What follows belongs to an exercise in optimizing a design on an open flow for small area, a short achievable clock period and few clock cycles per item; a production flow would make more cautious choices. Function was checked by simulation only, so behaviour that the tests miss may differ from the original.

== run A ==
==> flow/design.v (excerpt) <==
module fp_alu_seq #(
   parameter int EXP_W = 8,
   parameter int MAN_W = 23
) (
   input  logic                   clk,
   input  logic                   rst,
   input  logic                   in_valid,
   output logic                   in_ready,
   input  logic [2:0]             op,
   input  logic [EXP_W+MAN_W:0]   a,
   input  logic [EXP_W+MAN_W:0]   b,
   output logic                   out_valid,
   input  logic                   out_ready,
   output logic [EXP_W+MAN_W:0]   result,
   output logic [3:0]             flags
);
   localparam logic [2:0] OP_SUB = 3'b001;
   localparam logic [2:0] OP_MUL = 3'b010;
   localparam logic [2:0] OP_DIV = 3'b011;
   localparam int         XST    = 2;    
   logic        v0, st0;
   logic [2:0]  op0;
   logic [31:0] a0, b0;
   logic        v1, add1, mul1, div1, s1;
   logic [9:0]  e1;
   logic [26:0] xa1;
   logic [27:0] xb1;
   logic        xc1;
  ...
Settings: LEC_CHECK=0, CAP_MARGIN=20, CORE_MARGIN=2, CORE_UTILIZATION=40, SETUP_SLACK_MARGIN=4, SLEW_MARGIN=20; clock period 11.0 ns.
standard.sh (not shown) runs the stock make flow with config.mk's settings and CLKGATE_MAP_FILE= SYNTH_SCRIPT=/design/flow/synth_recipe.tcl, a recipe that flattens the netlist after the stock synthesis.
==> flow/flow/run.sh <==
#!/bin/bash
# Own flow: the standard layout (standard.sh), except that synthesis runs without
# the full/half-adder extraction (ADDER_MAP_FILE empty), so that ABC maps the adders
# itself. Registers, floorplan, power grid, placement, CTS and routing are the standard ones.
set -euo pipefail
bash standard.sh ADDER_MAP_FILE= synth > synth.log 2>&1
bash standard.sh finish > layout.log 2>&1
Testbench counts of run A, summed over its fixed seeds: cycles 3,617, items 3,000.
For run B, these inputs were changed with respect to run A:
Settings: changing SLEW_MARGIN from 20 to 5; changing CORE_UTILIZATION from 40 to 50; changing CAP_MARGIN from 20 to 5; setting ABC_AREA to 1 for the first time.
Notes after the runs:
Final core area utilization ends up higher on run B. Run B against run A: depth of the worst register-to-register path lower, growth of design area from synthesis to finish lower, first-iteration DRC count lower, register fraction of the total cell area higher. Run B against run A; clock-buffer cell count is up by a few percent. The combinational family with the most area after synthesis comes out simple AND/OR/NAND/NOR gates in one run and compound AO/OA/AOI/OAI gates in the other, namely in run B and run A respectively. As far as sequential cell count goes, run A and run B are indistinguishable; the numbers are identical.


Setup of sierra:
fp_alu_seq again, from the RTL that the note above started with.
==> flow/config.mk <==
export PLATFORM = sky130hd
export DESIGN_NAME = fp_alu_seq
export DESIGN_NICKNAME = fp_alu_seq
export VERILOG_FILES = /design/flow/design.v
export SDC_FILE = /design/flow/constraint.sdc
export NUM_CORES = 4
export LEC_CHECK = 0
export ABC_AREA = 1
export CAP_MARGIN = 20
export CORE_MARGIN = 2
export CORE_UTILIZATION = 40
export SETUP_SLACK_MARGIN = 4.5
export SLEW_MARGIN = 20
==> flow/constraint.sdc <==
create_clock -name core_clock -period 11.0 [get_ports {clk}]
set_input_delay 2.2000 -clock core_clock [delete_from_list [all_inputs] [get_ports {clk}]]
set_output_delay 2.2000 -clock core_clock [all_outputs]
set_load 0.01 [all_outputs]
Scripts as last shown in full above: flow/flow/run.sh
sierra reached the final stage; the timing, design-rule and antenna checks on its layout passed.
Testbench counts of sierra, summed over its fixed seeds: cycles 3,617, items 3,000.
Modified inputs, violet compared to sierra
# sierra
export LEC_CHECK = 0
export ABC_AREA = 1
export CAP_MARGIN = 20
export CORE_MARGIN = 2
export CORE_UTILIZATION = 40
export SETUP_SLACK_MARGIN = 4.5
export SLEW_MARGIN = 20
create_clock -name core_clock -period 11.0 [get_ports {clk}]
# violet
export LEC_CHECK = 0
export ABC_AREA = 1
export CAP_MARGIN = 20
export CORE_MARGIN = 2
export CORE_UTILIZATION = 40
export SETUP_SLACK_MARGIN = 4
export SLEW_MARGIN = 20
export TNS_END_PERCENT = 0
create_clock -name core_clock -period 11.0 [get_ports {clk}]
## What came out
The higher total of fill cells in the finished design came out of violet.
Reported for sierra and violet, die area turned out identical to the last digit.
Input-level comparison between zinc and violet:
# violet
export LEC_CHECK = 0
export ABC_AREA = 1
export CAP_MARGIN = 20
export CORE_MARGIN = 2
export CORE_UTILIZATION = 40
export SETUP_SLACK_MARGIN = 4
export SLEW_MARGIN = 20
export TNS_END_PERCENT = 0
create_clock -name core_clock -period 11.0 [get_ports {clk}]
# zinc
export LEC_CHECK = 0
export ABC_AREA = 1
export CAP_MARGIN = 20
export CORE_MARGIN = 2
export CORE_UTILIZATION = 40
export SETUP_SLACK_MARGIN = 3.5
export SLEW_MARGIN = 20
create_clock -name core_clock -period 11.0 [get_ports {clk}]
==> comparison <==
- Both conditions hold for zinc: the flow ran to the end and the final layout passed the timing, design-rule and antenna checks.
- Of zinc and violet, the lower post-synthesis to final-layout area growth belongs to zinc.
- Diff violet -> zinc: wire length on met3 has decreased, final critical-path setup slack went down by 0.16 ns, total number of vias closely matched the old numbers, final clock period utilization by the worst path rose by 1.4 points.
- Looking at clock skew, zinc sits 0.018 ns above violet.
- When zinc is set beside violet, its maximum frequency turns out to be about 2.1% smaller.
- Worst hold slack: violet vs zinc, no meaningful difference
- zinc: register-to-register setup slack 0.14 ns below violet
Changes in xenon relative to zinc:
# zinc
export LEC_CHECK = 0
export ABC_AREA = 1
export CAP_MARGIN = 20
export CORE_MARGIN = 2
export CORE_UTILIZATION = 40
export SETUP_SLACK_MARGIN = 3.5
export SLEW_MARGIN = 20
create_clock -name core_clock -period 11.0 [get_ports {clk}]
# xenon
export LEC_CHECK = 0
export ABC_AREA = 1
export ABC_CLOCK_PERIOD_IN_PS = 5000
export CAP_MARGIN = 20
export CORE_MARGIN = 2
export CORE_UTILIZATION = 40
export SETUP_SLACK_MARGIN = 4
export SLEW_MARGIN = 20
create_clock -name core_clock -period 11.0 [get_ports {clk}]
Going from zinc to xenon, clock buffer count grows by 6. Compared with zinc, in xenon routed via count higher, source-to-sink clock delay at the later pin of the worst-skew pair roughly the same, post-CTS clock slew at the launch and capture registers of the worst setup and hold paths roughly the same.
Modified inputs, juniper compared to xenon
# xenon
export LEC_CHECK = 0
export ABC_AREA = 1
export ABC_CLOCK_PERIOD_IN_PS = 5000
export CAP_MARGIN = 20
export CORE_MARGIN = 2
export CORE_UTILIZATION = 40
export SETUP_SLACK_MARGIN = 4
export SLEW_MARGIN = 20
create_clock -name core_clock -period 11.0 [get_ports {clk}]
# juniper
export LEC_CHECK = 0
export ABC_AREA = 1
export CAP_MARGIN = 20
export CORE_MARGIN = 2
export CORE_UTILIZATION = 50
export GPL_ROUTABILITY_DRIVEN = 0
export SETUP_SLACK_MARGIN = 4
export SLEW_MARGIN = 20
create_clock -name core_clock -period 11.0 [get_ports {clk}]
--- outcome ---
No run among xenon and juniper stopped early or left any final violation; all are clean.
From xenon to juniper the numbers moved as follows: period utilization rose by 0.54 points; total non-filler cell area in the finished layout fell by about 2%; final critical delay including setup and external delays rose by 0.059 ns.
In juniper, the final cell utilization of the core came out 10 points above the value in xenon.
Going from xenon to juniper, count of buffer and inverter cells on the critical path grows by 2.
Sort xenon and juniper by clock buffer count from CTS, ascending, and xenon comes first.
Sort xenon and juniper by sequential share of layout area, ascending, and xenon comes first.
Number of logic inverters in the finished layout delta (xenon -> juniper): insignificant
Re buffer count from post-CTS setup fixing: xenon and juniper aren't equal, and the higher value belongs to xenon.
juniper vs xenon, last element of the critical path: result[7] vs result[22]

## re-timing with driven ports
Ports are ideal in the flow. The routed layouts listed here were re-timed in OpenROAD.
Step 1 (the two cells are an assumption about what drives the block):
set clk [get_ports {clk}]
set_driving_cell -lib_cell sky130_fd_sc_hd__clkbuf_16 $clk
set_driving_cell -lib_cell sky130_fd_sc_hd__buf_2 [delete_from_list [all_inputs] $clk]
Step 2 moves the port delays by t, midway between the first and last clock arrival at a register: inputs arrive t later, outputs are due t later. That takes back most of the time a late clock gives input paths.
Three values: no drivers, after step 1, after step 2; two values: the first two.
run	t (ns)	setup WS [ns]	latest minus earliest clock arrival (ns)	slew at the worst register clock pin (ns)
run A	0.674	1.740 / 1.669 / 2.196	0.053 / 0.053	0.07 / 0.07
run B	0.715	4.197 / 4.119 / 3.878	0.061 / 0.061	0.07 / 0.07
sierra	0.690	4.261 / 4.237 / 4.261	0.035 / 0.035	0.07 / 0.07
violet	0.697	3.877 / 3.808 / 3.931	0.026 / 0.025	0.07 / 0.07
zinc	0.690	3.721 / 3.654 / 3.793	0.046 / 0.046	0.07 / 0.07
xenon	0.695	4.183 / 4.116 / 4.233	0.023 / 0.023	0.07 / 0.07
juniper	0.724	4.124 / 4.054 / 3.961	0.052 / 0.051	0.07 / 0.07
After both steps setup and hold are still met in every run listed. For run B, which loses most, drivers alone change the setup slack by -0.078 ns; drivers and shift together by -0.319 ns.
